Source: an optimization exercise on an open RTL-to-GDS flow (aim: small area, a short achievable clock period and few clock cycles per item). Production flows keep margins and buffers that such runs may drop.
Only simulation tests tie the RTL to the original design; equivalence was not proved.
No activity file was given, so power comes from the tool's default toggle rates.

### design/flow/design.v
module tw_tracker #(
  parameter int unsigned TW_MEM_SIZE = 16,
  parameter int unsigned ACCID_W     = 8,
  parameter int unsigned TASKID_W    = 64
) (
  input  logic                clk,
  input  logic                rst,
  input  logic                in_valid,
  output logic                in_ready,
  input  logic                in_type,
  input  logic [TASKID_W-1:0] in_taskid,
  input  logic [ACCID_W-1:0]  in_accid,
  input  logic [31:0]         in_components,
  output logic                ack_valid,
  input  logic                ack_ready,
  output logic [ACCID_W-1:0]  ack_accid,
  output logic [7:0]          ack_code,
  output logic                full_err,
  output logic                busy
);
  localparam int unsigned IDX_W  = $clog2(TW_MEM_SIZE);
  localparam logic [7:0]  ACK_OK = 8'h01;
  typedef enum logic [1:0] {
    IDLE,
    SEARCH,
    UPDATE,
    ACK
  } state_t;
  state_t state, state_nxt;
  logic [TW_MEM_SIZE-1:0] ent_valid;
  logic [TW_MEM_SIZE-1:0] ent_armed;
  logic [ACCID_W-1:0]     ent_accid  [TW_MEM_SIZE];
  logic signed [32:0]     ent_cnt    [TW_MEM_SIZE];
  logic [TASKID_W-1:0]    ent_taskid [TW_MEM_SIZE];
  logic                cmd_type;
  logic [TASKID_W-1:0] cmd_taskid;
  logic [ACCID_W-1:0]  cmd_accid;
  logic [31:0]         cmd_comp;
  logic             hit_c, free_c, hit_q, free_q;
  logic [IDX_W-1:0] hit_idx_c, free_idx_c, hit_idx_q, free_idx_q;
  logic [IDX_W-1:0]   upd_idx;
  logic               drop;
  logic               done;
  logic signed [32:0] comp_ext;
  logic signed [32:0] cur_cnt, new_cnt;
  logic               cur_armed, new_armed;
  logic [ACCID_W-1:0] cur_accid, new_accid;
  always_comb begin
    hit_c      = 1'b0;
    hit_idx_c  = '0;
    free_c     = 1'b0;
    free_idx_c = '0;
    for (int unsigned i = 0; i < TW_MEM_SIZE; i++) begin
      if (!hit_c && ent_valid[i] && (ent_taskid[i] == cmd_taskid)) begin
        hit_c     = 1'b1;
        hit_idx_c = IDX_W'(i);
      end
      if (!free_c && !ent_valid[i]) begin
        free_c     = 1'b1;
        free_idx_c = IDX_W'(i);
      end
    end
  end
  always_comb begin
    upd_idx  = hit_q ? hit_idx_q : free_idx_q;
    drop     = !hit_q && !free_q;
    comp_ext = $signed({1'b0, cmd_comp});
    if (hit_q) begin
      cur_cnt   = ent_cnt[upd_idx];
      cur_armed = ent_armed[upd_idx];
      cur_accid = ent_accid[upd_idx];
    end else begin
      cur_cnt   = '0;
      cur_armed = 1'b0;
      cur_accid = '0;
    end
    if (cmd_type) begin
      new_cnt   = cur_cnt + comp_ext;
      new_armed = 1'b1;
      new_accid = cmd_accid;
    end else begin
      new_cnt   = cur_cnt - comp_ext;
      new_armed = cur_armed;
      new_accid = cur_accid;
    end
    done = !drop && new_armed && (new_cnt == '0);
  end
  always_comb begin
    state_nxt = state;
    in_ready  = 1'b0;
    ack_valid = 1'b0;
    busy      = 1'b1;
    ack_code  = ACK_OK;
    case (state)
      IDLE: begin
        busy     = 1'b0;
        in_ready = !rst;
        if (in_valid && !rst) begin
          state_nxt = SEARCH;
        end
      end
      SEARCH: state_nxt = UPDATE;
      UPDATE: state_nxt = done ? ACK : IDLE;
      ACK: begin
        ack_valid = 1'b1;
        if (ack_ready) begin
          state_nxt = IDLE;
        end
      end
      default: state_nxt = IDLE;
    endcase
  end
  always_ff @(posedge clk) begin
    if (rst) begin
      state      <= IDLE;
      cmd_type   <= 1'b0;
      cmd_taskid <= '0;
      cmd_accid  <= '0;
      cmd_comp   <= '0;
      hit_q      <= 1'b0;
      free_q     <= 1'b0;
      hit_idx_q  <= '0;
      free_idx_q <= '0;
      ack_accid  <= '0;
      full_err   <= 1'b0;
    end else begin
      state <= state_nxt;
      if (state == IDLE && in_valid) begin
        cmd_type   <= in_type;
        cmd_taskid <= in_taskid;
        cmd_accid  <= in_accid;
        cmd_comp   <= in_components;
      end
      if (state == SEARCH) begin
        hit_q      <= hit_c;
        free_q     <= free_c;
        hit_idx_q  <= hit_idx_c;
        free_idx_q <= free_idx_c;
      end
      if (state == UPDATE) begin
        if (drop) begin
          full_err <= 1'b1;
        end else if (done) begin
          ack_accid <= new_accid;
        end
      end
    end
  end
  always_ff @(posedge clk) begin
    if (rst) begin
      ent_valid <= '0;
      ent_armed <= '0;
      for (int unsigned i = 0; i < TW_MEM_SIZE; i++) begin
        ent_accid[i]  <= '0;
        ent_cnt[i]    <= '0;
        ent_taskid[i] <= '0;
      end
    end else if (state == UPDATE && !drop) begin
      if (done) begin
        ent_valid[upd_idx] <= 1'b0;
        ent_armed[upd_idx] <= 1'b0;
      end else begin
        ent_valid[upd_idx]  <= 1'b1;
        ent_armed[upd_idx]  <= new_armed;
        ent_accid[upd_idx]  <= new_accid;
        ent_cnt[upd_idx]    <= new_cnt;
        ent_taskid[upd_idx] <= cmd_taskid;
      end
    end
  end
endmodule
### design/flow/constraint.sdc
create_clock -name core_clock -period 7.0 [get_ports {clk}]
set_input_delay 1.4000 -clock core_clock [delete_from_list [all_inputs] [get_ports {clk}]]
set_output_delay 1.4000 -clock core_clock [all_outputs]
set_load 0.01 [all_outputs]
### design/flow/config.mk
export PLATFORM = sky130hd
export DESIGN_NAME = tw_tracker
export DESIGN_NICKNAME = tw_tracker
export VERILOG_FILES = /design/flow/design.v
export SDC_FILE = /design/flow/constraint.sdc
export NUM_CORES = 4
export LEC_CHECK = 0
export CAP_MARGIN = 20
export CORE_MARGIN = 2
export CORE_UTILIZATION = 40
export SLEW_MARGIN = 20
### design/flow/run.sh
#!/bin/bash
# synth_recipe.tcl (not shown) runs the flow's synth.tcl, then flattens the netlist and writes it again
# the make line also repeats each setting of config.mk as NAME=value (left out here)
make -C /OpenROAD-flow-scripts/flow DESIGN_CONFIG=/design/flow/config.mk WORK_HOME=/design/flow/orfs CLKGATE_MAP_FILE= SYNTH_SCRIPT=/design/flow/synth_recipe.tcl finish
==> out/results.txt <==
Status: timing/DRC/antenna clean
Netlist Area Pre-Place: 87500 um^2
Count leader, synth: edfxtp_1
Sequential area share after synthesis: 61.3%
NumNets Final: 8494
Total Wirelength: 322000 um
Die height: 472 um
DR WL/cell: 28.4 um
I/O pin count: 129
Top-area cell type share of the netlist area: 57.6%
Site row count: 171
Compound-Gate Fraction of Synth Area: 6.67%
Post-DR vias/cell: 5.94
Syn-to-layout area delta: 15.8%
Post-cts hold buffer count: 0
Die Area: 223000 um^2
Maxcap violations: 0
Yosys cell types: 96
TritonCTS clock tree: done
Critical Path RT: 7.59 ns
PwrDens: 261 nW/um^2
DP Wirelength: 217000 um
Reg2reg end: ent_taskid[12][1]
Final Skew: 0.0511 ns
Mux cell area share after synthesis: 0.250%
DRC: 0
Post-synthesis adder-cell area fraction: 0.566%
Initial DRT Pass Iterations: 9
Cell taking the most area after synthesis: edfxtp_1
Post-Synth XOR/XNOR Area: 8.44%
CP Capture Type: flop
Standby leakage power: 34.4 nW
Worst EP arrival: 7.38 ns
Clk sink count: 1838
Worst reg2reg path startpoint: hit_q
Total track usage: 28.2%
Multi-input gate area: 31200 um^2
Count of final setup violators: 0
Largest family of logic cells by synthesized area: simple AND/OR/NAND/NOR gates
Clk buf depth: 3
Initial Util: 40.3%
CTS Root Cell: clkbuf_16
Ys flop type: edfxtp_1
Largest net degree at the start of global routing: 81
Yosys reg bits: 1838
Initial antenna violation count: 9
Peak VDD IR: 0.193 mV
Grt total ovfl: 0
EDFF count, synth: 1680
HP Start: cmd_taskid[54]
Yosys warns: 1
Total Power: 26.4 mW
Via count: 67513
Fmax: 147 MHz
Layout cells sized above 1: 9.82%
Worst setup SP type: flop
Rel. slew slack: 17.6%
Hold depth: 2
Fin crit period: 6.79 ns
Simple-Gate Fraction of Synth Area: 19.1%
Worst skew pair latency: 0.89 ns
CTS H-tree lvls: 4
FF/Latch Area: 53600 um^2
CP Class: reg -> reg
Worst Path Max Fanout: 39
First-pass GRT wire length: 460000 um
GP Congestion: 1.02
Worst Hold Slack: 0.458 ns
Vias in the first global route: 64659
Crit share post-route: 97.0%
Hold Path End: cmd_taskid[54]
Slew Limit Fails: 0
Hold Fails Final Rpt: 0
R2r setup slk: 0.21 ns
End-of-flow core utilization: 46.6%
Syn Inst Count: 8237
Fillcell total: 19959
TritonCTS Buffers: 193
Avg Inst Size Synth: 10.6 um^2
Top post-synthesis cells by count: 1680 x edfxtp_1, 1473 x nor2_1, 1310 x nand2_1, 506 x xnor2_1, 380 x clkbuf_1
Worst-margin pin slew: 1.22 ns
Hold Crit Class: reg -> reg
R2R depth: 23
Port bufs: 120
CTS clk-pin slew, worst paths: 0.06 ns
Async S/R FF share, synth: 0%
Drt initial violations: 10101
Die X: 472 um
Routed Antenna Nets: 0
Area contributors post-synth: edfxtp_1 58%, nor2_1 6.3%, nand2_1 5.6%
Area of the core: 217000 um^2
-- per-stage QoR --
stage / std cells / cell area [um^2] / setup slack [ns] / TNS, ns
3_5_place_dp: 10999 / 94900 / -0.0998 / -30.03
6_report: 11363 / 101000 / 0.211 / 0
4_1_cts: 11354 / 101000 / 0.0183 / 0
3_3_place_gp: 10998 / 94900 / -0.0311 / -1.30
2_1_floorplan: 8243 / 87800 / 0.00464 / 0
5_1_grt: 11361 / 101000 / -0.00547 / -0.00547
-- state kept, by name (all words and copies together), names as in the netlist, 2 cells and up, named ones only --
register / flops
cmd_accid: 8
cmd_taskid: 64
ent_armed: 16
ent_cnt: 528
free_idx_q: 4
hit_idx_q: 4
ent_taskid: 1024
ent_accid: 128
ack_accid: 8
cmd_comp: 32
state: 2
-- critical path, stage by stage, from the launching register on --
cell and delay [ns]:
dfxtp_4 0.48, mux2i_4 0.40, buf_12 0.24, buf_4 0.24
nand2_1 0.09, a311oi_1 0.34, a31oi_1 0.08, a21oi_1 0.19
buf_4 0.19, ha_2 0.22, fa_2 0.27, a211oi_4 0.09
o211ai_2 0.39, a21oi_1 0.22, o41ai_1 0.52, xnor2_1 0.27
o2111ai_1 0.20, buf_4 0.17, or4_2 0.75, buf_4 0.24
nand3_4 0.21, buf_12 0.28, buf_12 0.26, nor2_1 0.09
-- worst max-delay path by stage --
stage	from	end	slack, ns	depth (start not counted)
floorplan	hit_q	ent_accid[14][0]	0.005	26
global placement	hit_idx_q[1]	ent_taskid[2][14]	-0.03	22
detailed placement	hit_q	ent_taskid[12][28]	-0.1	20
CTS	hit_q	ent_taskid[12][28]	0.02	21
global route	hit_q	ent_taskid[12][28]	-0.005	25
finish	hit_q	ent_taskid[12][1]	0.21	23
-- layer usage --
| layer | routed length [um] | GRT usage, % | vias up |
|---|---|---|---|
| li1 | - | - | 29159 |
| met3 | 35900 | 5.78 | 751 |
| met4 | 16300 | 12.5 | 4 |
| met1 | 125000 | 37.8 | 33279 |
| met2 | 146000 | 44.2 | 4320 |
| met5 | 27 | 0 | - |
-- cells in the final DEF, fill, tap and decap left out, drive strengths merged, types with 130 or more instances in the layout --
| cell type | synthesis | final |
|---|---|---|
| a21oi | 234 | 234 |
| a31oi | 130 | 130 |
| buf | 275 | 441 |
| clkbuf | 380 | 258 |
| dfxtp | 158 | 158 |
| edfxtp | 1680 | 1680 |
| inv | 120 | 133 |
| nand2 | 1310 | 1310 |
| nand4 | 155 | 155 |
| nor2 | 1473 | 1473 |
| nor3 | 351 | 351 |
| nor4 | 130 | 130 |
| xnor2 | 507 | 507 |
| xor2 | 335 | 335 |
-- kinds of logic (layout without fill, tap and decap cells) --
| kind of cell | count (synthesis) | count (layout) |
|---|---|---|
| other | 2 | 11 |
| xor gates and xnor gates | 842 | 842 |
| DFF | 1838 | 1838 |
| adders and majority gates | 39 | 39 |
| muxes | 19 | 19 |
| AOI/OAI and AO/OA | 854 | 854 |
| buffers and inverters | 781 | 1044 |
| and+or+nand+nor | 3862 | 3862 |
-- cell type report --
class                      count  share of cell area [%]
multi-input combinational   5624                    30.8
timing repair inverter         1                 0.00865
timing repair buffer         562                    6.13
clock inverter                99                   0.903
inverter                     126                   0.498
tap                         2854                    3.52
sequential                  1838                    52.9
antenna                        3                 0.00741
clock buffer                 256                    5.21
-- where the power goes --
| group | switching, mW | internal (mW) |
|---|---|---|
| Combinational | 2.39 | 1.11 |
| Clock | 4.53 | 5.78 |
| Sequential | 0.277 | 12.3 |
-- timing repair --
action                     in CTS  in global routing
resized for setup               2                 26
setup endpoints to repair    1753               3306
pin swaps                       0                  1
buffers inserted                0                  3
cloned                          0                  3
Testbench counts, summed over its fixed seeds: cycles 78,255, items 24,000.

## what the ideal ports hide
In the flow no input, the clock included, has a driving cell. The finished layout below was timed again as built, in two steps.
Step 1 (the two cells are an assumption about what drives the block):
set clk [get_ports {clk}]
set_driving_cell -lib_cell sky130_fd_sc_hd__clkbuf_16 $clk
set_driving_cell -lib_cell sky130_fd_sc_hd__buf_2 [delete_from_list [all_inputs] $clk]
Step 2 times the ports against the registers' clock, not the clock port: input delays grow and output delays shrink by t, the midpoint of the rising clock arrivals with the driver on.
Three values: no drivers, after step 1, after step 2; two values: the first two.
t, ns: 0.951
setup slack, ns: 0.211 / 0.211 / 0.211
clock arrival spread, ns: 0.051 / 0.051
pins driven straight from the clock port: 1
After both steps this run still meets setup and hold. For this run, drivers alone change the setup slack by 0.000 ns; drivers and shift together by 0.000 ns.
